What follows belongs to an exercise in optimizing a design on an open flow for a short achievable clock period and few clock cycles; a production flow would make more cautious choices.
No functional check of the RTL was part of any run shown here.
Power figures rest on the tool's default switching activity, not on a simulated workload.

$ cat flow/constraint.sdc
create_clock -name core_clock -period 6.5 [get_ports {clk}]
set_input_delay 1.3000 -clock core_clock [delete_from_list [all_inputs] [get_ports {clk}]]
set_output_delay 1.3000 -clock core_clock [all_outputs]
set_load 0.01 [all_outputs]
$ cat flow/run.sh
#!/bin/bash
# synth_recipe.tcl (not shown) runs the flow's synth.tcl, then flattens the netlist and writes it again
# the make line also repeats each setting of config.mk as NAME=value (left out here)
make -C /OpenROAD-flow-scripts/flow DESIGN_CONFIG=/design/flow/config.mk WORK_HOME=/design/flow/orfs CLKGATE_MAP_FILE= SYNTH_SCRIPT=/design/flow/synth_recipe.tcl finish
$ cat flow/design.v
package mips_pkg;
    typedef logic [32-1:0]       word_t;
    typedef logic [5-1:0] reg_addr_t;
    typedef enum logic [5:0] {
        OP_SPECIAL = 6'h00,
        OP_BEQ     = 6'h04,
        OP_BNE     = 6'h05,
        OP_ADDIU   = 6'h09,
        OP_ORI     = 6'h0d,
        OP_LW      = 6'h23,
        OP_SW      = 6'h2b
    } opcode_e;
    typedef enum logic [5:0] {
        F_ADDU = 6'h21,
        F_SUBU = 6'h23,
        F_AND  = 6'h24,
        F_OR   = 6'h25,
        F_XOR  = 6'h26,
        F_SLT  = 6'h2a
    } funct_e;
    typedef struct packed {
        logic [5:0] opcode;
        reg_addr_t  rs;
        reg_addr_t  rt;
        reg_addr_t  rd;
        logic [4:0] shamt;
        logic [5:0] funct;
    } instr_t;
    typedef enum logic [2:0] {
        ALU_ADD,
        ALU_SUB,
        ALU_AND,
        ALU_OR,
        ALU_XOR,
        ALU_SLT
    } alu_op_e;
    typedef struct packed {
        alu_op_e alu_op;
        logic    use_imm;        
        logic    imm_zero_ext;
        logic    gpr_we;
        logic    wa_is_rd;       
        logic    mem_read;
        logic    mem_write;
        logic    branch;
        logic    branch_ne;
    } ctrl_t;
    typedef enum logic [1:0] {
        FWD_REG,
        FWD_MEM,
        FWD_WB
    } fwd_sel_e;
    function automatic word_t fwd_select(fwd_sel_e sel, word_t reg_val, word_t mem_val,
                                         word_t wb_val);
        word_t val;
        case (sel)
            mips_pkg::FWD_MEM: val = mem_val;
            mips_pkg::FWD_WB:  val = wb_val;
            default: val = reg_val;
        endcase
        fwd_select = val;
    endfunction
endpackage
`timescale 1ns/1ns
module ks_nand (input logic a, b, output logic y);
    assign y = ~(a & b);
endmodule
module ks_nor (input logic a, b, output logic y);
    assign y = ~(a | b);
endmodule
module ks_xor (input logic a, b, output logic y);
    assign y = a ^ b;
endmodule
module ks_inv (input logic a, output logic y);
    assign y = ~a;
endmodule
module ks_cell_t (input logic gh, ph, gl, pl, output logic gn, pn);
    assign gn = ~(gh | (ph & gl));
    assign pn = ~(ph & pl);
endmodule
module ks_cell_n (input logic gnh, pnh, gnl, pnl, output logic g, p);
    assign g = ~(gnh & (pnh | gnl));
    assign p = ~(pnh | pnl);
endmodule
module ks_add32 (
    input  logic [31:0] x,
    input  logic [31:0] y,
    output logic [31:0] s
);
    logic [31:0] p;
    logic [31:0] g [6];
    logic [31:0] t [6];
    for (genvar i = 0; i < 32; i++) begin : g_leaf
        ks_xor  u_p (.a(x[i]), .b(y[i]), .y(p[i]));
        ks_nand u_g (.a(x[i]), .b(y[i]), .y(g[0][i]));
        ks_nor  u_t (.a(x[i]), .b(y[i]), .y(t[0][i]));
    end
    for (genvar l = 1; l <= 5; l++) begin : g_lvl
        localparam int D = 1 << (l - 1);
        for (genvar i = 0; i < 32; i++) begin : g_bit
            if (i < D) begin : g_pass
                ks_inv u_g (.a(g[l-1][i]), .y(g[l][i]));
                ks_inv u_t (.a(t[l-1][i]), .y(t[l][i]));
            end else if (l % 2 == 1) begin : g_n
                ks_cell_n u_c (.gnh(g[l-1][i]), .pnh(t[l-1][i]), .gnl(g[l-1][i-D]),
                               .pnl(t[l-1][i-D]), .g(g[l][i]), .p(t[l][i]));
            end else begin : g_t
                ks_cell_t u_c (.gh(g[l-1][i]), .ph(t[l-1][i]), .gl(g[l-1][i-D]),
                               .pl(t[l-1][i-D]), .gn(g[l][i]), .pn(t[l][i]));
            end
        end
    end
    assign s[0] = p[0];
    for (genvar i = 1; i < 32; i++) begin : g_sum
        ks_xor u_s (.a(p[i]), .b(g[5][i-1]), .y(s[i]));
    end
endmodule
module ks_eq32 (
    input  logic [31:0] x,
    input  logic [31:0] y,
    output logic        eq
);
    logic [31:0] d;
    logic [15:0] e1;     
    logic [7:0]  n2;     
    logic [3:0]  e3;
    logic [1:0]  n4;
    for (genvar i = 0; i < 32; i++) begin : g_d
        ks_xor u_d (.a(x[i]), .b(y[i]), .y(d[i]));
    end
    for (genvar i = 0; i < 16; i++) begin : g_1
        ks_nor u_e (.a(d[2*i]), .b(d[2*i+1]), .y(e1[i]));
    end
    for (genvar i = 0; i < 8; i++) begin : g_2
        ks_nand u_n (.a(e1[2*i]), .b(e1[2*i+1]), .y(n2[i]));
    end
    for (genvar i = 0; i < 4; i++) begin : g_3
        ks_nor u_e (.a(n2[2*i]), .b(n2[2*i+1]), .y(e3[i]));
    end
    for (genvar i = 0; i < 2; i++) begin : g_4
        ks_nand u_n (.a(e3[2*i]), .b(e3[2*i+1]), .y(n4[i]));
    end
    ks_nor u_eq (.a(n4[0]), .b(n4[1]), .y(eq));
endmodule
`timescale 1ns/1ns
module mips_core (
    input  logic            clk,
    input  logic            rst,
    output mips_pkg::word_t iport_addr_o,
    input  mips_pkg::word_t iport_data_i,
    output mips_pkg::word_t dport_addr_o,
    output mips_pkg::word_t dport_wdata_o,
    output logic            dport_we_o,
    output logic            dport_re_o,
    input  mips_pkg::word_t dport_rdata_i
);
    typedef logic [31:0] word_t;
    typedef logic [4:0]  ra_t;
    function automatic word_t add32(word_t x, word_t y);
        word_t p, g, pp;
        p  = x ^ y;
        g  = x;
        g[0] = x[0] & y[0];
        pp = p;
        for (int l = 1; l < 32; l = l * 2) begin
            for (int i = 31; i >= l; i--) begin
                g[i]  = pp[i] ? g[i - l] : g[i];
                pp[i] = pp[i] & pp[i - l];
            end
        end
        add32 = p ^ {g[30:0], 1'b0};
    endfunction
    word_t pc;
    word_t id_instr;
    word_t id_pc4;
    word_t id_ra, id_rb;             
    logic  id_a_ex, id_a_ld, id_a_res, id_a_wb, id_a_rf;
    logic  id_b_ex, id_b_ld, id_b_res, id_b_wb, id_b_rf;
    word_t ex_a, ex_b, ex_t;         
    logic  ex_a_res, ex_b_res, ex_t_res;
    logic  ex_sub, ex_add, ex_and, ex_or, ex_xor, ex_slt;
    logic  ex_br, ex_bne;
    logic  ex_ld, ex_st, ex_we;
    ra_t   ex_wa;
    word_t mem_res;
    word_t mem_addr;                 
    word_t mem_wdata;
    logic  mem_ld, mem_st, mem_we;
    logic  mem_ldv;                  
    ra_t   mem_wa;
    word_t wb_data;
    logic  wb_we;
    ra_t   wb_wa;
    word_t regs [1:31];
    logic [5:0]  op, fn;
    ra_t         rd, rt;
    logic [15:0] imm;
    logic        d_r, d_addu, d_subu, d_and, d_or, d_xor, d_slt;
    logic        d_addiu, d_ori, d_lw, d_sw, d_beq, d_bne, d_br;
    logic        d_we, d_use_rs, d_use_rt;
    ra_t         d_wa;
    assign op  = id_instr[31:26];
    assign rt  = id_instr[20:16];
    assign rd  = id_instr[15:11];
    assign fn  = id_instr[5:0];
    assign imm = id_instr[15:0];
    assign d_addu  = op == 6'h00 && fn == 6'h21;
    assign d_subu  = op == 6'h00 && fn == 6'h23;
    assign d_and   = op == 6'h00 && fn == 6'h24;
    assign d_or    = op == 6'h00 && fn == 6'h25;
    assign d_xor   = op == 6'h00 && fn == 6'h26;
    assign d_slt   = op == 6'h00 && fn == 6'h2a;
    assign d_r     = d_addu | d_subu | d_and | d_or | d_xor | d_slt;
    assign d_addiu = op == 6'h09;
    assign d_ori   = op == 6'h0d;
    assign d_lw    = op == 6'h23;
    assign d_sw    = op == 6'h2b;
    assign d_beq   = op == 6'h04;
    assign d_bne   = op == 6'h05;
    assign d_br    = d_beq | d_bne;
    assign d_wa = d_r ? rd : rt;
    assign d_we = (d_r | d_addiu | d_ori | d_lw) && d_wa != 5'd0;
    assign d_use_rs = d_r | d_addiu | d_ori | d_lw | d_sw | d_br;
    assign d_use_rt = d_r | d_sw | d_br;
    logic stall;
    assign stall = ex_ld && ((id_a_ex && d_use_rs) || (id_b_ex && d_use_rt));
    ra_t   f_rs, f_rt;
    word_t f_ra, f_rb;
    assign f_rs = iport_data_i[25:21];
    assign f_rt = iport_data_i[20:16];
    assign f_ra = (f_rs == 5'd0) ? 32'd0 : (wb_we && wb_wa == f_rs) ? wb_data : regs[f_rs];
    assign f_rb = (f_rt == 5'd0) ? 32'd0 : (wb_we && wb_wa == f_rt) ? wb_data : regs[f_rt];
    logic f_a_ex, f_a_mem, f_a_wb, f_b_ex, f_b_mem, f_b_wb;
    assign f_a_ex  = d_we   && d_wa   == f_rs;
    assign f_a_mem = ex_we  && ex_wa  == f_rs;
    assign f_a_wb  = mem_we && mem_wa == f_rs;
    assign f_b_ex  = d_we   && d_wa   == f_rt;
    assign f_b_mem = ex_we  && ex_wa  == f_rt;
    assign f_b_wb  = mem_we && mem_wa == f_rt;
    word_t val_a, val_b;
    assign val_a = ({32{id_a_ld}}  & dport_rdata_i)
                 | ({32{id_a_res}} & mem_res)
                 | ({32{id_a_wb}}  & wb_data)
                 | ({32{id_a_rf}}  & id_ra);
    assign val_b = ({32{id_b_ld}}  & dport_rdata_i)
                 | ({32{id_b_res}} & mem_res)
                 | ({32{id_b_wb}}  & wb_data)
                 | ({32{id_b_rf}}  & id_rb);
    word_t imm_ext;
    logic  d_use_imm;
    assign imm_ext   = d_ori ? {16'h0, imm} : {{16{imm[15]}}, imm};
    assign d_use_imm = d_addiu | d_ori | d_lw | d_sw;
    word_t id_target;
    logic  id_late, id_redirect;
    ks_add32 u_target_add (.x(id_pc4), .y({{14{imm[15]}}, imm, 2'b00}), .s(id_target));
    assign id_late     = id_a_ex || id_b_ex || id_a_ld || id_b_ld;
    word_t cmp_a, cmp_b;
    assign cmp_a = ({32{id_a_res}} & mem_res) | ({32{id_a_wb}} & wb_data) | ({32{id_a_rf}} & id_ra);
    assign cmp_b = ({32{id_b_res}} & mem_res) | ({32{id_b_wb}} & wb_data) | ({32{id_b_rf}} & id_rb);
    logic  id_eq;
    ks_eq32 u_id_eq (.x(cmp_a), .y(cmp_b), .eq(id_eq));
    assign id_redirect = d_br && (id_late || (id_eq != d_bne));
    word_t a, b, t;
    word_t sum;
    word_t alu;
    logic  slt;
    logic  ex_taken, mispredict;
    assign a = ({32{ex_a_res}} & (mem_res ^ {32{ex_sub}})) | ex_a;
    assign b = ({32{ex_b_res}} & mem_res) | ex_b;
    assign t = ({32{ex_t_res}} & mem_res) | ex_t;
    word_t raw_sum;
    ks_add32 u_alu_add (.x(a), .y(b), .s(raw_sum));
    assign sum = raw_sum ^ {32{ex_sub}};
    assign slt = (a[31] == b[31]) ? ~b[31] : sum[31];
    word_t logic_res;
    always_comb begin
        for (int i = 0; i < 32; i++) begin
            logic_res[i] = (a[i] ^ b[i]) ? (ex_or | ex_xor) : (a[i] & (ex_and | ex_or));
        end
    end
    assign alu = ({32{ex_add}} & sum) | logic_res | {31'd0, ex_slt & slt};
    logic  ex_eq;
    ks_eq32 u_ex_eq (.x(a), .y(t), .eq(ex_eq));
    assign ex_taken   = ex_eq != ex_bne;
    assign mispredict = ex_br && !ex_taken;
    word_t pc4;
    assign pc4          = add32(pc, 32'd4);
    assign iport_addr_o = pc;
    always_ff @(posedge clk) begin
        if (rst) begin
            pc <= 32'h0000_0000;
        end else if (mispredict) begin
            pc <= id_pc4;
        end else if (!stall) begin
            pc <= id_redirect ? id_target : pc4;
        end
    end
    always_ff @(posedge clk) begin
        if (rst || mispredict) begin
            id_instr <= 32'd0;               
        end else if (!stall) begin
            id_instr <= iport_data_i;
        end
        if (!stall) begin
            id_pc4   <= pc4;
            id_ra    <= f_ra;
            id_rb    <= f_rb;
            id_a_ex  <= f_a_ex;
            id_a_ld  <= !f_a_ex && f_a_mem && ex_ld;
            id_a_res <= !f_a_ex && f_a_mem && !ex_ld;
            id_a_wb  <= !f_a_ex && !f_a_mem && f_a_wb;
            id_a_rf  <= !f_a_ex && !f_a_mem && !f_a_wb;
            id_b_ex  <= f_b_ex;
            id_b_ld  <= !f_b_ex && f_b_mem && ex_ld;
            id_b_res <= !f_b_ex && f_b_mem && !ex_ld;
            id_b_wb  <= !f_b_ex && !f_b_mem && f_b_wb;
            id_b_rf  <= !f_b_ex && !f_b_mem && !f_b_wb;
        end else begin
            if (id_a_wb) id_ra <= wb_data;
            if (id_b_wb) id_rb <= wb_data;
            id_a_ex  <= 1'b0;
            id_a_ld  <= id_a_ex;
            id_a_res <= 1'b0;
            id_a_wb  <= id_a_ld || id_a_res;
            id_a_rf  <= id_a_wb || id_a_rf;
            id_b_ex  <= 1'b0;
            id_b_ld  <= id_b_ex;
            id_b_res <= 1'b0;
            id_b_wb  <= id_b_ld || id_b_res;
            id_b_rf  <= id_b_wb || id_b_rf;
        end
    end
    always_ff @(posedge clk) begin
        ex_a      <= id_a_ex ? 32'd0 : ((d_subu | d_slt) ? ~val_a : val_a);
        ex_b      <= d_use_imm ? imm_ext : (id_b_ex ? 32'd0 : val_b);
        ex_t      <= id_b_ex ? 32'd0 : val_b;
        ex_a_res  <= id_a_ex;
        ex_b_res  <= id_b_ex && !d_use_imm;
        ex_t_res  <= id_b_ex;
        ex_wa     <= d_wa;
        ex_bne    <= d_bne;
        ex_sub    <= d_subu | d_slt;
        ex_add    <= d_addu | d_subu | d_addiu | d_lw | d_sw;
        ex_and    <= d_and;
        ex_or     <= d_or | d_ori;
        ex_xor    <= d_xor;
        ex_slt    <= d_slt;
        if (rst || stall) begin
            ex_br <= 1'b0;
            ex_ld <= 1'b0;
            ex_st <= 1'b0;
            ex_we <= 1'b0;
        end else begin
            ex_br <= d_br && id_late;
            ex_ld <= d_lw;
            ex_st <= d_sw;
            ex_we <= d_we;
        end
    end
    always_ff @(posedge clk) begin
        mem_res   <= alu;
        mem_addr  <= sum;
        mem_wdata <= t;
        mem_wa    <= ex_wa;
        if (rst) begin
            mem_ld  <= 1'b0;
            mem_ldv <= 1'b0;
            mem_st  <= 1'b0;
            mem_we  <= 1'b0;
        end else begin
            mem_ld  <= ex_ld;
            mem_ldv <= ex_ld && ex_we;
            mem_st  <= ex_st;
            mem_we  <= ex_we;
        end
    end
    assign dport_addr_o  = mem_addr;
    assign dport_wdata_o = mem_wdata;
    assign dport_we_o    = mem_st;
    assign dport_re_o    = mem_ld;
    always_ff @(posedge clk) begin
        wb_data <= mem_ldv ? dport_rdata_i : mem_res;
        wb_wa   <= mem_wa;
        wb_we   <= rst ? 1'b0 : mem_we;
    end
    always_ff @(posedge clk) begin
        if (wb_we) regs[wb_wa] <= wb_data;
    end
endmodule
$ cat flow/config.mk
export PLATFORM = sky130hd
export DESIGN_NAME = mips_core
export DESIGN_NICKNAME = mips_core
export VERILOG_FILES = /design/flow/design.v
export SDC_FILE = /design/flow/constraint.sdc
export NUM_CORES = 4
export LEC_CHECK = 0
export ABC_CLOCK_PERIOD_IN_PS = 2500
export CAP_MARGIN = 20
export CORE_MARGIN = 2
export CORE_UTILIZATION = 40
export SETUP_SLACK_MARGIN = 3.8
export SLEW_MARGIN = 20
export SYNTH_HIERARCHICAL = 1
export SYNTH_MINIMUM_KEEP_SIZE = 0
==> results of run 1 <==
-- flip-flops by register name, summed over array words and instances, names as in the netlist, 5 cells and up --
signal,cells
ex_a,32
ex_b,32
ex_t,32
ex_wa,5
id_instr,27
id_pc4,32
id_ra,32
id_rb,32
mem_addr,32
mem_res,32
mem_wa,5
mem_wdata,32
pc,32
regs,992
wb_data,32
wb_wa,5
-- layout by cell type, fill, tap and decap left out, types with 22 or more instances in the layout --
master	count
nor2_2	32
dfxtp_2	55
edfxtp_1	1088
clkbuf_16	165
mux2i_1	208
dfxtp_1	233
o21ai_0	59
a221o_1	30
a222oi_1	32
buf_2	56
nand3_1	64
clkinv_1	28
mux4_2	442
mux2_2	128
a21oi_2	140
o211ai_1	33
a21oi_1	249
nor3_1	81
o21ai_2	121
o21ai_1	44
buf_4	206
xor2_1	310
o21ai_4	27
a21boi_0	34
nand2_2	22
clkbuf_1	29
a22oi_1	99
inv_2	35
nor2_4	76
buf_12	29
buf_6	49
dfxtp_4	39
nand2_1	394
xnor2_1	26
inv_1	103
buf_16	30
a21o_1	62
nor2_1	248
clkdlybuf4s15_2	31
clkdlybuf4s50_1	54
-- power by group --
part	leakage (nW)	total [mW]	switching, mW	internal [mW]
clock network	2.30	8.40	3.74	4.66
registers	12.9	10.8	0.507	10.2
logic	15.0	3.55	2.01	1.54
total	30.3	22.7	6.25	16.4
-- path summary, 6_finish.rpt --
path | startpoint | slack, ns | end | depth (start not counted)
worst max register to register | id_b_res$_SDFF_PP0_ | 3.10 | pc[2]$_SDFFE_PP0P_ | 17
worst min register to register | ex_wa[3]$_DFF_P_ | 0.39 | mem_wa[3]$_DFF_P_ | 0
worst max-delay path | id_b_res$_SDFF_PP0_ | 3.10 | pc[2]$_SDFFE_PP0P_ | 17
worst min-delay path | ex_wa[3]$_DFF_P_ | 0.39 | mem_wa[3]$_DFF_P_ | 0
-- critical path, cell delays in order, from the launching register on --
cell	delay [ns]
dfxtp_4	0.40
clkbuf_16	0.20
a222oi_1	0.43
inv_1	0.10
xor2_1	0.15
nor2_1	0.17
nand2_1	0.13
nor2_4	0.18
nand2_2	0.08
nor2_4	0.12
xor2_2	0.19
o211ai_4	0.11
buf_12	0.18
buf_8	0.14
buf_16	0.14
or3_1	0.31
o211ai_1	0.09
a211oi_1	0.08
-- metal layers --
metal / wire (um) / up-vias / track usage, %
met1: 95600 / 24703 / 35.8
met5: 140 / - / 0
li1: - / 20402 / -
met3: 25300 / 562 / 6.02
met2: 113000 / 2927 / 41.9
met4: 10400 / 20 / 10.0
-- per-stage QoR --
step           setup WS, ns  std cells  power [mW]  hold slack, ns  util [%]
2_1_floorplan          3.21       5134        12.7           0.326         -
3_3_place_gp           2.20       7396        13.9           0.379      42.8
3_5_place_dp           2.22       7399        13.9           0.383      42.9
4_1_cts                3.21       7832        22.5           0.392      47.4
5_1_grt                3.05       7899        23.4           0.396      48.3
6_report               3.10       7901        22.7           0.391      48.3
-- layout make-up --
cell class	instances	area, um2	share of cell area (%)
multi-input combinational	3242	30600	36.4
sequential	1415	39400	47.0
clock inverter	85	795	0.947
inverter	141	547	0.651
timing repair inverter	1	8.76	0.0104
tap	2325	2910	3.47
antenna	7	17.5	0.0209
clock buffer	185	3930	4.69
timing repair buffer	500	5730	6.83
-- what timing repair did --
| action | in CTS | in global routing |
|---|---|---|
| hold buffers | 0 | 0 |
| endpoints found under the setup margin | 976 | 222 |
| resized for setup | 782 | 223 |
| endpoints found under the hold margin | 0 | 0 |
| gates cloned | 26 | 19 |
| setup buffers | 137 | 43 |
| pin swaps | 112 | 132 |
==> key figures, run 1 <==
Status
  – Status: no timing/DRC/antenna violations

Finish
  – Layout cell share with drive strength beyond 1: 34.0%
  – Fill count: 14954
  – Finished Cell Area: 0.0839 mm2
  – Layout area overhead: 20.1%
  – # nets final: 5517

Timing
  – Fmax: 0.294 GHz
  – Slew Viols, Final: 0
  – Worst-margin pin slew: 1.10 ns
  – Clk_skew: around 0.041 ns
  – RSZ-0062 raised after global routing: yes
  – Setup TNS: 0 ns
  – # setup viols final: 0
  – Slew HR: a little over a quarter
  – Final period util: 52.3%
  – Final hold vios: 0
  – Minimum clock period: 3.40 ns

Floorplanning
  – Core ar.: 0.174 mm2
  – Starting density of the core: 40.2%
  – Row Count: ~150
  – Die width: 422 um
  – Die area: approximately 0.18 mm2
  – Die Span Y: 422 um
  – Io pins: 164

Flow run
  – Max Cap Viol: 0

Placement
  – IO buf count: between 150 and 200
  – Hpwl dp: about 140000 um
  – Post-DP Area: approximately 0.074 mm2
  – Routability cong.: 0.930

Route
  – Routed len/inst: just over 30 um
  – Drt first pass iters: 9
  – DR vias: slightly below 50000
  – Routed Antenna Nets: 0
  – 1st-iter DRT viols: 6270
  – Drt drc: 0
  – Total routed wirelength: ~240000 um
  – DR vias/cell: 6.15

Worst setup path
  – CP endpoint kind: flip-flop
  – Worst setup SP type: flip-flop
  – Worst Setup Path Type: reg -> reg
  – CP Max Fanout: 8
  – Critical Path RT: 7.17 ns
  – Arrival time at the worst endpoint: 4.07 ns

Clocking
  – Root buf cell: clkbuf_16
  – CTS buffer count: 147
  – Clock Sink Count: 1415
  – Max clock buf depth: 3
  – Clk latency of the worst-skew pair: 0.83 ns
  – TritonCTS clock tree: done
  – Htree depth: 4
  – Clk slew on worst S/H paths: 0.07 ns

Yosys
  – Yosys warnings: 10
  – Avg Cell Area, Syn: about 14 um2
  – Gate Count Post-Synth: about 5000
  – Synthesized area: between 0.06 and 0.07 mm2

GRT
  – Vias in the first global route: 47399
  – First-pass GRT wire length: 343000 um
  – Pin count of the biggest net entering global routing: 65
  – Total Routing Usage GR: 26.5%
  – GR Overflow Total: 0
  – Initial antenna violation count: 19

Worst hold path
  – Hold/Removal Path Class: reg -> reg

Power and ir drop
  – Cell leakage power: 30.3 nW
  – Peak supply drop: 0.301 mV
  – Pwr/cell area: between 200 and 300 mW/mm2
==> run 2: changes to the inputs <==
--- a/flow/design.v
+++ b/flow/design.v
@@ -142,6 +142,46 @@
     end
     ks_nor u_eq (.a(n4[0]), .b(n4[1]), .y(eq));
 endmodule
+module ks_majn (input logic a, b, c, output logic y);
+    assign y = ~((a & b) | (c & (a | b)));
+endmodule
+module ks_add32c (
+    input  logic [31:0] x,
+    input  logic [31:0] y,
+    input  logic        ci,
+    output logic [31:0] s
+);
+    logic [31:0] p;
+    logic [31:0] g [6];
+    logic [31:0] t [6];
+    ks_xor  u_p0 (.a(x[0]), .b(y[0]), .y(p[0]));
+    ks_majn u_g0 (.a(x[0]), .b(y[0]), .c(ci), .y(g[0][0]));
+    assign t[0][0] = 1'b1;
+    for (genvar i = 1; i < 32; i++) begin : g_leaf
+        ks_xor  u_p (.a(x[i]), .b(y[i]), .y(p[i]));
+        ks_nand u_g (.a(x[i]), .b(y[i]), .y(g[0][i]));
+        ks_nor  u_t (.a(x[i]), .b(y[i]), .y(t[0][i]));
+    end
+    for (genvar l = 1; l <= 5; l++) begin : g_lvl
+        localparam int D = 1 << (l - 1);
+        for (genvar i = 0; i < 32; i++) begin : g_bit
+            if (i < D) begin : g_pass
+                ks_inv u_g (.a(g[l-1][i]), .y(g[l][i]));
+                ks_inv u_t (.a(t[l-1][i]), .y(t[l][i]));
+            end else if (l % 2 == 1) begin : g_n
+                ks_cell_n u_c (.gnh(g[l-1][i]), .pnh(t[l-1][i]), .gnl(g[l-1][i-D]),
+                               .pnl(t[l-1][i-D]), .g(g[l][i]), .p(t[l][i]));
+            end else begin : g_t
+                ks_cell_t u_c (.gh(g[l-1][i]), .ph(t[l-1][i]), .gl(g[l-1][i-D]),
+                               .pl(t[l-1][i-D]), .gn(g[l][i]), .pn(t[l][i]));
+            end
+        end
+    end
+    ks_xor u_s0 (.a(p[0]), .b(ci), .y(s[0]));
+    for (genvar i = 1; i < 32; i++) begin : g_sum
+        ks_xor u_s (.a(p[i]), .b(g[5][i-1]), .y(s[i]));
+    end
+endmodule
 `timescale 1ns/1ns
 module mips_core (
     input  logic            clk,
@@ -177,7 +217,7 @@
     logic  id_a_ex, id_a_ld, id_a_res, id_a_wb, id_a_rf;
     logic  id_b_ex, id_b_ld, id_b_res, id_b_wb, id_b_rf;
     word_t ex_a, ex_b, ex_t;         
-    logic  ex_a_res, ex_b_res, ex_t_res;
+    logic  ex_a_res, ex_b_pos, ex_b_neg, ex_t_res;
     logic  ex_sub, ex_add, ex_and, ex_or, ex_xor, ex_slt;
     logic  ex_br, ex_bne;
     logic  ex_ld, ex_st, ex_we;
@@ -254,24 +294,32 @@
     logic  id_late, id_redirect;
     ks_add32 u_target_add (.x(id_pc4), .y({{14{imm[15]}}, imm, 2'b00}), .s(id_target));
     assign id_late     = id_a_ex || id_b_ex || id_a_ld || id_b_ld;
-    word_t cmp_a, cmp_b;
-    assign cmp_a = ({32{id_a_res}} & mem_res) | ({32{id_a_wb}} & wb_data) | ({32{id_a_rf}} & id_ra);
-    assign cmp_b = ({32{id_b_res}} & mem_res) | ({32{id_b_wb}} & wb_data) | ({32{id_b_rf}} & id_rb);
-    logic  id_eq;
-    ks_eq32 u_id_eq (.x(cmp_a), .y(cmp_b), .eq(id_eq));
+    logic  eq_rf_rf, eq_rf_res, eq_rf_wb, eq_res_rf, eq_wb_rf, eq_res_wb, id_eq;
+    ks_eq32 u_eq_rf_rf  (.x(id_ra),   .y(id_rb),   .eq(eq_rf_rf));
+    ks_eq32 u_eq_rf_res (.x(id_ra),   .y(mem_res), .eq(eq_rf_res));
+    ks_eq32 u_eq_rf_wb  (.x(id_ra),   .y(wb_data), .eq(eq_rf_wb));
+    ks_eq32 u_eq_res_rf (.x(mem_res), .y(id_rb),   .eq(eq_res_rf));
+    ks_eq32 u_eq_wb_rf  (.x(wb_data), .y(id_rb),   .eq(eq_wb_rf));
+    ks_eq32 u_eq_res_wb (.x(mem_res), .y(wb_data), .eq(eq_res_wb));
+    assign id_eq = (id_a_rf  && id_b_rf  && eq_rf_rf)
+                || (id_a_rf  && id_b_res && eq_rf_res)
+                || (id_a_rf  && id_b_wb  && eq_rf_wb)
+                || (id_a_res && id_b_rf  && eq_res_rf)
+                || (id_a_wb  && id_b_rf  && eq_wb_rf)
+                || (((id_a_res && id_b_wb) || (id_a_wb && id_b_res)) && eq_res_wb)
+                || (id_a_res && id_b_res)
+                || (id_a_wb  && id_b_wb);
     assign id_redirect = d_br && (id_late || (id_eq != d_bne));
     word_t a, b, t;
     word_t sum;
     word_t alu;
     logic  slt;
     logic  ex_taken, mispredict;
-    assign a = ({32{ex_a_res}} & (mem_res ^ {32{ex_sub}})) | ex_a;
-    assign b = ({32{ex_b_res}} & mem_res) | ex_b;
+    assign a = ({32{ex_a_res}} & mem_res) | ex_a;
+    assign b = ({32{ex_b_pos}} & mem_res) | ({32{ex_b_neg}} & ~mem_res) | ex_b;
     assign t = ({32{ex_t_res}} & mem_res) | ex_t;
-    word_t raw_sum;
-    ks_add32 u_alu_add (.x(a), .y(b), .s(raw_sum));
-    assign sum = raw_sum ^ {32{ex_sub}};
-    assign slt = (a[31] == b[31]) ? ~b[31] : sum[31];
+    ks_add32c u_alu_add (.x(a), .y(b), .ci(ex_sub), .s(sum));
+    assign slt = (a[31] == b[31]) ? a[31] : sum[31];
     word_t logic_res;
     always_comb begin
         for (int i = 0; i < 32; i++) begin
@@ -279,8 +327,14 @@
         end
     end
     assign alu = ({32{ex_add}} & sum) | logic_res | {31'd0, ex_slt & slt};
-    logic  ex_eq;
-    ks_eq32 u_ex_eq (.x(a), .y(t), .eq(ex_eq));
+    logic  eq_at, eq_mt, eq_am, ex_eq;
+    ks_eq32 u_eq_at (.x(ex_a),    .y(ex_t),    .eq(eq_at));
+    ks_eq32 u_eq_mt (.x(mem_res), .y(ex_t),    .eq(eq_mt));
+    ks_eq32 u_eq_am (.x(ex_a),    .y(mem_res), .eq(eq_am));
+    assign ex_eq = (!ex_a_res && !ex_t_res && eq_at)
+                || ( ex_a_res && !ex_t_res && eq_mt)
+                || (!ex_a_res &&  ex_t_res && eq_am)
+                || ( ex_a_res &&  ex_t_res);
     assign ex_taken   = ex_eq != ex_bne;
     assign mispredict = ex_br && !ex_taken;
     word_t pc4;
@@ -331,11 +385,12 @@
         end
     end
     always_ff @(posedge clk) begin
-        ex_a      <= id_a_ex ? 32'd0 : ((d_subu | d_slt) ? ~val_a : val_a);
-        ex_b      <= d_use_imm ? imm_ext : (id_b_ex ? 32'd0 : val_b);
+        ex_a      <= id_a_ex ? 32'd0 : val_a;
+        ex_b      <= d_use_imm ? imm_ext : (id_b_ex ? 32'd0 : ((d_subu | d_slt) ? ~val_b : val_b));
         ex_t      <= id_b_ex ? 32'd0 : val_b;
         ex_a_res  <= id_a_ex;
-        ex_b_res  <= id_b_ex && !d_use_imm;
+        ex_b_pos  <= id_b_ex && !d_use_imm && !(d_subu | d_slt);
+        ex_b_neg  <= id_b_ex && !d_use_imm && (d_subu | d_slt);
         ex_t_res  <= id_b_ex;
         ex_wa     <= d_wa;
         ex_bne    <= d_bne;
==> key figures, run 2 <==
Status
  – Status: no timing/DRC/antenna violations

GRT
  – Pin count of the biggest net entering global routing: 71 (+9.2%)
  – Initial antenna violation count: 9 (-10)
  – First-pass GRT wire length: 346000 um (+0.91%)
  – Total Routing Usage GR: 26.3% (-0.20 points)
  – GR Overflow Total: 0 (unchanged)
  – Vias in the first global route: 48267 (+1.8%)

Worst setup path
  – Critical R2R Launch: id_ra[14]$_DFFE_PP_
  – CP Max Fanout: 8 (unchanged)
  – Reg2reg setup slack: 2.92 ns (-0.18 ns)
  – Critical path destination: pc[21]$_SDFFE_PP0P_
  – Crit path launch: id_ra[14]$_DFFE_PP_
  – CP endpoint kind: flip-flop
  – R2R depth: 16 (-1)
  – Worst R2R End: pc[21]$_SDFFE_PP0P_
  – Critical Path RT: 7.18 ns (about the same)
  – Worst Setup Path Type: reg -> reg
  – Arrival time at the worst endpoint: 4.27 ns (+0.20 ns)
  – Worst setup SP type: flip-flop

Clocking
  – Clock Sink Count: 1416 (+0.071%)
  – TritonCTS clock tree: done
  – Root buf cell: clkbuf_16
  – Max clock buf depth: 3 (unchanged)
  – Clk slew on worst S/H paths: 0.06 ns (about the same)
  – Clk latency of the worst-skew pair: 0.85 ns (+0.02 ns)
  – CTS buffer count: 156 (+6.1%)
  – CTS Hold Bufs: 0 (unchanged)
  – Htree depth: 4 (unchanged)

Power and ir drop
  – Peak supply drop: 0.220 mV (-27%)
  – Cell leakage power: 30.8 nW (+1.6%)
  – Pwr/cell area: 277 mW/mm2 (+2.4%)

Worst hold path
  – Min-Delay Path Depth: 0 (unchanged)
  – Hold/Removal Path Class: reg -> reg

Finish
  – # nets final: 5601 (+1.5%)
  – Diodes inserted: 0 (-7)
  – Fill count: 15080 (+0.84%)
  – Finished Cell Area: 0.0864 mm2 (+2.9%)
  – Largest register FFs: 992 (unchanged)
  – Commonest non-fill, non-tap cells in the layout: edfxtp_1 (1088), mux4_2 (566), xor2_1 (433)
  – Layout cell share with drive strength beyond 1: 33.8% (-0.13 points)
  – Top reg by flops: regs
  – Layout area overhead: 20.7%
  – Most common cell after layout, fill and taps aside: edfxtp_1

Yosys
  – Yosys warnings: 14 (+4)
  – Avg Cell Area, Syn: 13.8 um2 (+1.5%)
  – Gate Count Post-Synth: 5178 (+0.94%)
  – Synthesized area: 0.0716 mm2 (+2.4%)

Timing
  – Setup TNS: 0 ns (unchanged)
  – Minimum clock period: 3.58 ns (+0.184 ns)
  – Setup ws final: 2.92 ns (-0.184 ns)
  – Final period util: 55.1% (+2.8 points)
  – Final hold vios: 0 (unchanged)
  – Clk_skew: 0.0598 ns (+0.0192 ns)
  – Worst-margin pin slew: 1.17 ns (+0.0684 ns)
  – Fmax: 0.279 GHz (-5.1%)
  – Slew HR: 21.4% (-5.2 points)
  – RSZ-0062 raised after global routing: yes
  – Final hold slack: 0.389 ns (-0.00228 ns)
  – Slew Viols, Final: 0 (unchanged)
  – # setup viols final: 0 (unchanged)

Route
  – Total routed wirelength: 250000 um (+2.3%)
  – DR vias: 49646 (+2.1%)
  – Drt drc: 0 (unchanged)
  – Routed Antenna Nets: 0 (unchanged)
  – Drt first pass iters: 6 (-3)
  – 1st-iter DRT viols: 6851 (+9.3%)
  – Routed len/inst: 31.2 um (+0.81%)
  – DR vias/cell: 6.19 (+0.62%)

Floorplanning
  – Starting density of the core: 40.2% (about the same)
  – Core ar.: 0.178 mm2 (+2.5%)
  – Row Count: 155 (+1.3%)
  – Die width: 427 um (+1.2%)
  – Die Span Y: 427 um (+1.2%)
  – Io pins: 164 (unchanged)
  – Die area: 0.182 mm2 (+2.4%)

Flow run
  – Max Cap Viol: 0 (unchanged)

Placement
  – Post-DP Area: 0.0762 mm2 (+2.3%)
  – Routability cong.: 0.920 (-1.0%)
  – DP Worst Slack: 1.89 ns (-0.328 ns)
  – IO buf count: 163 (unchanged)
  – Hpwl dp: 137000 um (-2.3%)
run 2: where the power goes:
part / switching (mW) / internal (mW) / total (mW)
Combinational: 2.19 / 1.65 / 3.84
Sequential: 0.657 / 10.3 / 10.9
Clock: 3.90 / 5.26 / 9.17
run 2: routing by layer:
metal	part of all wire (%)	GRT usage [%]
met2	46	41.2
met4	4.1	9.37
met5	0.053	0
met1	38	36.0
met3	12	6.04
run 2: worst min path at each step:
| stage | from | slack (ns) | to |
|---|---|---|---|
| final | ex_wa[0]$_DFF_P_ | 0.39 | mem_wa[0]$_DFF_P_ |
| after global routing | ex_wa[2]$_DFF_P_ | 0.41 | mem_wa[2]$_DFF_P_ |
| after CTS | ex_wa[2]$_DFF_P_ | 0.39 | mem_wa[2]$_DFF_P_ |
| after detailed placement | ex_wa[1]$_DFF_P_ | 0.38 | mem_wa[1]$_DFF_P_ |
| after global placement | ex_wa[1]$_DFF_P_ | 0.39 | mem_wa[1]$_DFF_P_ |
| after floorplan | id_a_ex$_SDFF_PP0_ | 0.33 | ex_a_res$_DFF_P_ |
run 2: critical path, stage by stage, from the launching register on:
cell      delay [ns]
edfxtp_1        0.60
xor2_1          0.18
nor2_1          0.06
nand2_1         0.08
nor2_1          0.05
nand2_1         0.07
nor2_1          0.05
a22o_1          0.22
a222oi_1        0.79
mux2i_1         0.25
a311oi_4        0.29
buf_6           0.16
buf_12          0.14
buf_12          0.15
mux2i_1         0.18
o21a_1          0.12
nor3_1          0.04
run 2: area by class of cell:
| cell class | count | area, um2 | area share (%) |
|---|---|---|---|
| clock inverter | 95 | 1120 | 1.30 |
| sequential | 1416 | 39600 | 45.8 |
| inverter | 106 | 398 | 0.461 |
| tap | 2355 | 2950 | 3.41 |
| timing repair buffer | 500 | 5970 | 6.91 |
| clock buffer | 195 | 4180 | 4.84 |
| multi-input combinational | 3352 | 32200 | 37.3 |
run 2: what timing repair did:
action | CTS | global route
gates resized for setup | 626 | 235
cloned | 29 | 15
endpoints found under the setup margin | 1053 | 338
setup buffers | 138 | 61
endpoints found under the hold margin | 0 | 0
pin swaps | 68 | 81
run 2: per-stage QoR:
step | total power, mW | instances | util, %
floorplan | 13.0 | 5182 | -
global placement | 14.2 | 7485 | 42.7
detailed placement | 14.3 | 7486 | 42.8
CTS | 23.6 | 7943 | 47.4
global route | 24.6 | 8019 | 48.5
finish | 23.9 | 8019 | 48.5
==> run 3: changes to the inputs <==
--- a/flow/design.v
+++ b/flow/design.v
@@ -218,6 +218,7 @@
     logic  id_b_ex, id_b_ld, id_b_res, id_b_wb, id_b_rf;
     word_t ex_a, ex_b, ex_t;         
     logic  ex_a_res, ex_b_pos, ex_b_neg, ex_t_res;
+    logic  ex_a_ld, ex_b_ldp, ex_b_ldn, ex_t_ld;
     logic  ex_sub, ex_add, ex_and, ex_or, ex_xor, ex_slt;
     logic  ex_br, ex_bne;
     logic  ex_ld, ex_st, ex_we;
@@ -237,7 +238,7 @@
     logic [15:0] imm;
     logic        d_r, d_addu, d_subu, d_and, d_or, d_xor, d_slt;
     logic        d_addiu, d_ori, d_lw, d_sw, d_beq, d_bne, d_br;
-    logic        d_we, d_use_rs, d_use_rt;
+    logic        d_we;
     ra_t         d_wa;
     assign op  = id_instr[31:26];
     assign rt  = id_instr[20:16];
@@ -260,10 +261,6 @@
     assign d_br    = d_beq | d_bne;
     assign d_wa = d_r ? rd : rt;
     assign d_we = (d_r | d_addiu | d_ori | d_lw) && d_wa != 5'd0;
-    assign d_use_rs = d_r | d_addiu | d_ori | d_lw | d_sw | d_br;
-    assign d_use_rt = d_r | d_sw | d_br;
-    logic stall;
-    assign stall = ex_ld && ((id_a_ex && d_use_rs) || (id_b_ex && d_use_rt));
     ra_t   f_rs, f_rt;
     word_t f_ra, f_rb;
     assign f_rs = iport_data_i[25:21];
@@ -293,21 +290,29 @@
     word_t id_target;
     logic  id_late, id_redirect;
     ks_add32 u_target_add (.x(id_pc4), .y({{14{imm[15]}}, imm, 2'b00}), .s(id_target));
-    assign id_late     = id_a_ex || id_b_ex || id_a_ld || id_b_ld;
-    logic  eq_rf_rf, eq_rf_res, eq_rf_wb, eq_res_rf, eq_wb_rf, eq_res_wb, id_eq;
-    ks_eq32 u_eq_rf_rf  (.x(id_ra),   .y(id_rb),   .eq(eq_rf_rf));
-    ks_eq32 u_eq_rf_res (.x(id_ra),   .y(mem_res), .eq(eq_rf_res));
-    ks_eq32 u_eq_rf_wb  (.x(id_ra),   .y(wb_data), .eq(eq_rf_wb));
-    ks_eq32 u_eq_res_rf (.x(mem_res), .y(id_rb),   .eq(eq_res_rf));
-    ks_eq32 u_eq_wb_rf  (.x(wb_data), .y(id_rb),   .eq(eq_wb_rf));
-    ks_eq32 u_eq_res_wb (.x(mem_res), .y(wb_data), .eq(eq_res_wb));
+    assign id_late     = id_a_ex || id_b_ex;
+    logic  eq_rf_rf, eq_rf_res, eq_rf_wb, eq_rf_ld, eq_res_rf, eq_wb_rf, eq_ld_rf;
+    logic  eq_res_wb, eq_ld_wb, id_eq;
+    ks_eq32 u_eq_rf_rf  (.x(id_ra),         .y(id_rb),         .eq(eq_rf_rf));
+    ks_eq32 u_eq_rf_res (.x(id_ra),         .y(mem_res),       .eq(eq_rf_res));
+    ks_eq32 u_eq_rf_wb  (.x(id_ra),         .y(wb_data),       .eq(eq_rf_wb));
+    ks_eq32 u_eq_rf_ld  (.x(id_ra),         .y(dport_rdata_i), .eq(eq_rf_ld));
+    ks_eq32 u_eq_res_rf (.x(mem_res),       .y(id_rb),         .eq(eq_res_rf));
+    ks_eq32 u_eq_wb_rf  (.x(wb_data),       .y(id_rb),         .eq(eq_wb_rf));
+    ks_eq32 u_eq_ld_rf  (.x(dport_rdata_i), .y(id_rb),         .eq(eq_ld_rf));
+    ks_eq32 u_eq_res_wb (.x(mem_res),       .y(wb_data),       .eq(eq_res_wb));
+    ks_eq32 u_eq_ld_wb  (.x(dport_rdata_i), .y(wb_data),       .eq(eq_ld_wb));
     assign id_eq = (id_a_rf  && id_b_rf  && eq_rf_rf)
                 || (id_a_rf  && id_b_res && eq_rf_res)
                 || (id_a_rf  && id_b_wb  && eq_rf_wb)
+                || (id_a_rf  && id_b_ld  && eq_rf_ld)
                 || (id_a_res && id_b_rf  && eq_res_rf)
                 || (id_a_wb  && id_b_rf  && eq_wb_rf)
+                || (id_a_ld  && id_b_rf  && eq_ld_rf)
                 || (((id_a_res && id_b_wb) || (id_a_wb && id_b_res)) && eq_res_wb)
+                || (((id_a_ld  && id_b_wb) || (id_a_wb && id_b_ld))  && eq_ld_wb)
                 || (id_a_res && id_b_res)
+                || (id_a_ld  && id_b_ld)
                 || (id_a_wb  && id_b_wb);
     assign id_redirect = d_br && (id_late || (id_eq != d_bne));
     word_t a, b, t;
@@ -315,9 +320,10 @@
     word_t alu;
     logic  slt;
     logic  ex_taken, mispredict;
-    assign a = ({32{ex_a_res}} & mem_res) | ex_a;
-    assign b = ({32{ex_b_pos}} & mem_res) | ({32{ex_b_neg}} & ~mem_res) | ex_b;
-    assign t = ({32{ex_t_res}} & mem_res) | ex_t;
+    assign a = ({32{ex_a_res}} & mem_res) | ({32{ex_a_ld}} & dport_rdata_i) | ex_a;
+    assign b = ({32{ex_b_pos}} & mem_res) | ({32{ex_b_neg}} & ~mem_res)
+             | ({32{ex_b_ldp}} & dport_rdata_i) | ({32{ex_b_ldn}} & ~dport_rdata_i) | ex_b;
+    assign t = ({32{ex_t_res}} & mem_res) | ({32{ex_t_ld}} & dport_rdata_i) | ex_t;
     ks_add32c u_alu_add (.x(a), .y(b), .ci(ex_sub), .s(sum));
     assign slt = (a[31] == b[31]) ? a[31] : sum[31];
     word_t logic_res;
@@ -327,14 +333,22 @@
         end
     end
     assign alu = ({32{ex_add}} & sum) | logic_res | {31'd0, ex_slt & slt};
-    logic  eq_at, eq_mt, eq_am, ex_eq;
-    ks_eq32 u_eq_at (.x(ex_a),    .y(ex_t),    .eq(eq_at));
-    ks_eq32 u_eq_mt (.x(mem_res), .y(ex_t),    .eq(eq_mt));
-    ks_eq32 u_eq_am (.x(ex_a),    .y(mem_res), .eq(eq_am));
-    assign ex_eq = (!ex_a_res && !ex_t_res && eq_at)
-                || ( ex_a_res && !ex_t_res && eq_mt)
-                || (!ex_a_res &&  ex_t_res && eq_am)
-                || ( ex_a_res &&  ex_t_res);
+    logic  eq_at, eq_mt, eq_am, eq_lt, eq_al, ex_eq;
+    logic  ex_a_reg, ex_t_reg;
+    ks_eq32 u_eq_at (.x(ex_a),          .y(ex_t),          .eq(eq_at));
+    ks_eq32 u_eq_mt (.x(mem_res),       .y(ex_t),          .eq(eq_mt));
+    ks_eq32 u_eq_am (.x(ex_a),          .y(mem_res),       .eq(eq_am));
+    ks_eq32 u_eq_lt (.x(dport_rdata_i), .y(ex_t),          .eq(eq_lt));
+    ks_eq32 u_eq_al (.x(ex_a),          .y(dport_rdata_i), .eq(eq_al));
+    assign ex_a_reg = !ex_a_res && !ex_a_ld;
+    assign ex_t_reg = !ex_t_res && !ex_t_ld;
+    assign ex_eq = (ex_a_reg && ex_t_reg && eq_at)
+                || (ex_a_res && ex_t_reg && eq_mt)
+                || (ex_a_reg && ex_t_res && eq_am)
+                || (ex_a_ld  && ex_t_reg && eq_lt)
+                || (ex_a_reg && ex_t_ld  && eq_al)
+                || (ex_a_res && ex_t_res)
+                || (ex_a_ld  && ex_t_ld);
     assign ex_taken   = ex_eq != ex_bne;
     assign mispredict = ex_br && !ex_taken;
     word_t pc4;
@@ -345,53 +359,42 @@
             pc <= 32'h0000_0000;
         end else if (mispredict) begin
             pc <= id_pc4;
-        end else if (!stall) begin
+        end else begin
             pc <= id_redirect ? id_target : pc4;
         end
     end
     always_ff @(posedge clk) begin
         if (rst || mispredict) begin
             id_instr <= 32'd0;               
-        end else if (!stall) begin
-            id_instr <= iport_data_i;
-        end
-        if (!stall) begin
-            id_pc4   <= pc4;
-            id_ra    <= f_ra;
-            id_rb    <= f_rb;
-            id_a_ex  <= f_a_ex;
-            id_a_ld  <= !f_a_ex && f_a_mem && ex_ld;
-            id_a_res <= !f_a_ex && f_a_mem && !ex_ld;
-            id_a_wb  <= !f_a_ex && !f_a_mem && f_a_wb;
-            id_a_rf  <= !f_a_ex && !f_a_mem && !f_a_wb;
-            id_b_ex  <= f_b_ex;
-            id_b_ld  <= !f_b_ex && f_b_mem && ex_ld;
-            id_b_res <= !f_b_ex && f_b_mem && !ex_ld;
-            id_b_wb  <= !f_b_ex && !f_b_mem && f_b_wb;
-            id_b_rf  <= !f_b_ex && !f_b_mem && !f_b_wb;
         end else begin
-            if (id_a_wb) id_ra <= wb_data;
-            if (id_b_wb) id_rb <= wb_data;
-            id_a_ex  <= 1'b0;
-            id_a_ld  <= id_a_ex;
-            id_a_res <= 1'b0;
-            id_a_wb  <= id_a_ld || id_a_res;
-            id_a_rf  <= id_a_wb || id_a_rf;
-            id_b_ex  <= 1'b0;
-            id_b_ld  <= id_b_ex;
-            id_b_res <= 1'b0;
-            id_b_wb  <= id_b_ld || id_b_res;
-            id_b_rf  <= id_b_wb || id_b_rf;
+            id_instr <= iport_data_i;
         end
+        id_pc4   <= pc4;
+        id_ra    <= f_ra;
+        id_rb    <= f_rb;
+        id_a_ex  <= f_a_ex;
+        id_a_ld  <= !f_a_ex && f_a_mem && ex_ld;
+        id_a_res <= !f_a_ex && f_a_mem && !ex_ld;
+        id_a_wb  <= !f_a_ex && !f_a_mem && f_a_wb;
+        id_a_rf  <= !f_a_ex && !f_a_mem && !f_a_wb;
+        id_b_ex  <= f_b_ex;
+        id_b_ld  <= !f_b_ex && f_b_mem && ex_ld;
+        id_b_res <= !f_b_ex && f_b_mem && !ex_ld;
+        id_b_wb  <= !f_b_ex && !f_b_mem && f_b_wb;
+        id_b_rf  <= !f_b_ex && !f_b_mem && !f_b_wb;
     end
     always_ff @(posedge clk) begin
         ex_a      <= id_a_ex ? 32'd0 : val_a;
         ex_b      <= d_use_imm ? imm_ext : (id_b_ex ? 32'd0 : ((d_subu | d_slt) ? ~val_b : val_b));
         ex_t      <= id_b_ex ? 32'd0 : val_b;
-        ex_a_res  <= id_a_ex;
-        ex_b_pos  <= id_b_ex && !d_use_imm && !(d_subu | d_slt);
-        ex_b_neg  <= id_b_ex && !d_use_imm && (d_subu | d_slt);
-        ex_t_res  <= id_b_ex;
+        ex_a_res  <= id_a_ex && !ex_ld;
+        ex_a_ld   <= id_a_ex && ex_ld;
+        ex_b_pos  <= id_b_ex && !ex_ld && !d_use_imm && !(d_subu | d_slt);
+        ex_b_neg  <= id_b_ex && !ex_ld && !d_use_imm && (d_subu | d_slt);
+        ex_b_ldp  <= id_b_ex && ex_ld && !d_use_imm && !(d_subu | d_slt);
+        ex_b_ldn  <= id_b_ex && ex_ld && !d_use_imm && (d_subu | d_slt);
+        ex_t_res  <= id_b_ex && !ex_ld;
+        ex_t_ld   <= id_b_ex && ex_ld;
         ex_wa     <= d_wa;
         ex_bne    <= d_bne;
         ex_sub    <= d_subu | d_slt;
@@ -400,7 +403,7 @@
         ex_or     <= d_or | d_ori;
         ex_xor    <= d_xor;
         ex_slt    <= d_slt;
-        if (rst || stall) begin
+        if (rst) begin
             ex_br <= 1'b0;
             ex_ld <= 1'b0;
             ex_st <= 1'b0;
==> key figures, run 3 <==
Floorplanning
  – Io pins: 164 (unchanged)
  – Starting density of the core: 40.3% (+0.14 points)
  – Row Count: 156 (+0.65%)
  – Core ar.: 0.181 mm2 (+1.5%)
  – Die width: 431 um (+0.92%)
  – Die Span Y: 431 um (+0.92%)
  – Die area: 0.186 mm2 (+1.9%)

Placement
  – IO buf count: 163 (unchanged)
  – Hpwl dp: 141000 um (+2.8%)
  – Dpl cells: 7885 (+5.3%)
  – Routability cong.: 0.927 (+0.68%)

Route
  – DR vias/cell: 6.07 (-1.9%)
  – Routed Antenna Nets: 0 (unchanged)
  – 1st-iter DRT viols: 6210 (-9.4%)
  – DR vias: 51417 (+3.6%)
  – Total routed wirelength: 246000 um (-1.5%)
  – Drt first pass iters: 5 (-1)
  – Routed len/inst: 29.1 um (-6.7%)
  – Drt drc: 0 (unchanged)

GRT
  – First-pass GRT wire length: 353000 um (+2.0%)
  – GR Overflow Total: 0 (unchanged)
  – Pin count of the biggest net entering global routing: 72 (+1.4%)
  – Fraction of met1 tracks used by global routing: 35.6% (-0.38 points)
  – GRT met3 Usage: 4.94% (-1.1 points)
  – Vias in the first global route: 50421 (+4.5%)
  – Gr busiest metal: met2
  – Total Routing Usage GR: 26.0% (-0.37 points)
  – Met2 usage: 41.4% (+0.17 points)
  – Initial antenna violation count: 11 (+2)

Clocking
  – Clk latency of the worst-skew pair: 0.83 ns (-0.02 ns)
  – CTS buffer count: 154 (-1.3%)
  – CTS Hold Bufs: 0 (unchanged)
  – Root buf cell: clkbuf_16
  – TritonCTS clock tree: done
  – Clock Sink Count: 1420 (+0.28%)
  – Clk slew on worst S/H paths: 0.07 ns (about the same)
  – Max clock buf depth: 3 (unchanged)
  – Htree depth: 4 (unchanged)

Worst setup path
  – CP endpoint kind: flip-flop
  – Worst Setup Path Type: in -> reg
  – Critical Path RT: 7.20 ns (+0.02 ns)
  – CP Max Fanout: 11 (+3)
  – Arrival time at the worst endpoint: 3.85 ns (-0.42 ns)
  – Worst setup SP type: input pin

Flow run
  – Max Cap Viol: 0 (unchanged)

Yosys
  – Gate Count Post-Synth: 5529 (+6.8%)
  – Synthesized area: 0.0730 mm2 (+1.9%)
  – Yosys warnings: 14 (unchanged)
  – Avg Cell Area, Syn: 13.2 um2 (-4.6%)

Timing
  – # setup viols final: 0 (unchanged)
  – Final period util: 48.5% (-6.7 points)
  – Minimum clock period: 3.15 ns (-0.434 ns)
  – Slew Viols, Final: 0 (unchanged)
  – Setup TNS: 0 ns (unchanged)
  – Clk_skew: 0.0461 ns (-0.0137 ns)
  – Final hold vios: 0 (unchanged)
  – Fmax: 0.317 GHz (+14%)
  – Slew HR: 30.0% (+8.6 points)
  – RSZ-0062 raised after global routing: yes
  – Worst-margin pin slew: 1.05 ns (-0.120 ns)

Finish
  – Most common cell after layout, fill and taps aside: edfxtp_1
  – Layout area overhead: 22.2%
  – Layout cell share with drive strength beyond 1: 33.5% (-0.34 points)
  – Cell Count, Final, Fillers Out: 8465 (+5.6%)
  – Diodes inserted: 0 (unchanged)
  – Top reg by flops: regs
  – # nets final: 6032 (+7.7%)
  – Post-layout util: 49.3% (+0.79 points)
  – Commonest non-fill, non-tap cells in the layout: edfxtp_1 (992), xor2_1 (616), mux4_2 (512)
  – Largest register FFs: 992 (unchanged)

Power and ir drop
  – Clk network pwr share: 37.7% (-0.6 points)
  – Comb power frac: 18.5% (+2.5 points)
  – Peak supply drop: 0.249 mV (+13%)
  – Sw frac: 28.2% (about the same)
  – Switching power of the nets: 6.80 mW (+0.82%)
  – Pint: 17.3 mW (+0.95%)
  – Cell leakage power: 32.6 nW (+6.0%)
  – Sequential Power Share: 43.8% (-1.8 points)
  – Pwr/cell area: 271 mW/mm2 (-2.2%)

Status
  – Status: no timing/DRC/antenna violations

Worst hold path
  – Hold/Removal Path Class: reg -> reg
==> run 3: changes by cell type in the layout (fill, tap and decap cells not counted), sizes merged, moves of 88 or more <==
cell	before	now
mux2i	139	227
dfxtp	328	428
buf	395	500
nor2	524	612
xor2	445	641
edfxtp	1088	992
==> run 3: path summary, 6_finish.rpt <==
kind | start | endpoint | slack (ns) | cells after the start
hold / removal | pc[0]$_SDFFE_PP0P_ | id_pc4[0]$_DFF_P_ | 0.38 | 0
setup / recovery | dport_rdata_i[7] | pc[22]$_SDFF_PP0_ | 3.35 | 15
setup reg to reg | mem_res[25]$_DFF_P_ | pc[22]$_SDFF_PP0_ | 3.39 | 15
hold reg to reg | pc[0]$_SDFFE_PP0P_ | id_pc4[0]$_DFF_P_ | 0.38 | 0
==> run 3: layout make-up <==
type,count,area (um2)
well taps,2370,2970
inverters,105,404
clock buffers,203,4280
fillers,15280,91800
multi-input cells,3691,34600
clock inverters,85,961
repair buffers,591,7190
flip-flops and latches,1420,38800
==> run 3: metal layers <==
metal	vias to the layer above	part of all wire (%)	wire length, um
met2	2802	47	115000
met5	-	0.0073	18
li1	21925	-	-
met4	4	3.4	8450
met1	26258	40	99000
met3	428	9.6	23600
==> run 3: what timing repair did <==
action,in CTS,in global routing
gates resized for setup,1068,172
pin swaps,90,97
cloned,67,7
buffers inserted,171,47
endpoints found under the hold margin,0,0
endpoints found under the setup margin,407,126
==> run 3: worst max-delay path, stage by stage <==
cell       delay (ns)
buf_6            0.14
xor2_1           0.16
nor2_1           0.12
nand2_1          0.08
nor2_1           0.23
nand2_1          0.08
nor2_1           0.11
a221oi_1         0.11
o211ai_1         0.52
xnor2_1          0.18
a21o_4           0.28
buf_12           0.14
clkbuf_16        0.15
mux2i_1          0.16
o21ai_1          0.07
==> run 3: metrics by stage <==
stage / hold slack [ns] / setup WS [ns] / power (mW) / area, um2
after floorplan: 0.351 / 3.32 / 13.0 / 74200
after global placement: 0.373 / 1.32 / 14.3 / 78200
after detailed placement: 0.367 / 1.25 / 14.3 / 78200
after CTS: 0.375 / 3.43 / 23.9 / 87900
after global routing: 0.386 / 3.28 / 24.9 / 89100
final: 0.375 / 3.35 / 24.1 / 89100
==> run 3: power groups by stage <==
stage	Combinational (mW)	Sequential, mW	Clock (mW)
after floorplan	2.17	10.8	0
after global placement	3.52	10.7	0
after detailed placement	3.55	10.8	0
after CTS	4.17	10.6	9.20
after global routing	4.74	10.6	9.57
final	4.47	10.6	9.10

## what the ideal ports hide
Ports are ideal in the flow. The routed layouts listed here were re-timed in OpenROAD. Step 1 (the two cells are an assumption about what drives the block):
set clk [get_ports {clk}]
set_driving_cell -lib_cell sky130_fd_sc_hd__clkbuf_16 $clk
set_driving_cell -lib_cell sky130_fd_sc_hd__buf_2 [delete_from_list [all_inputs] $clk]
Step 2 adds t to the input delays and takes it off the output delays; t is the mean of the earliest and latest rising clock arrival at the registers after step 1. Input paths then give back, and output paths get back, about the clock's delay inside the block. Three values: ideal, step 1, step 2; two values: the first two.
run	t (ns)	slack for setup (ns)	hold slack, ns	worst setup path at the end	worst register clock-pin slew, ns
run 1	0.905	3.099 / 3.099 / 2.627	0.391 / 0.391 / 0.391	input to register	0.07 / 0.07
run 2	0.901	2.915 / 2.915 / 2.683	0.389 / 0.389 / 0.389	input to register	0.07 / 0.07
run 3	0.893	3.349 / 3.389 / 2.507	0.375 / 0.375 / 0.375	input to register	0.07 / 0.07
After both steps every run listed still meets setup and hold. For run 3, which loses most, drivers alone change the setup slack by +0.040 ns; drivers and shift together by -0.842 ns.
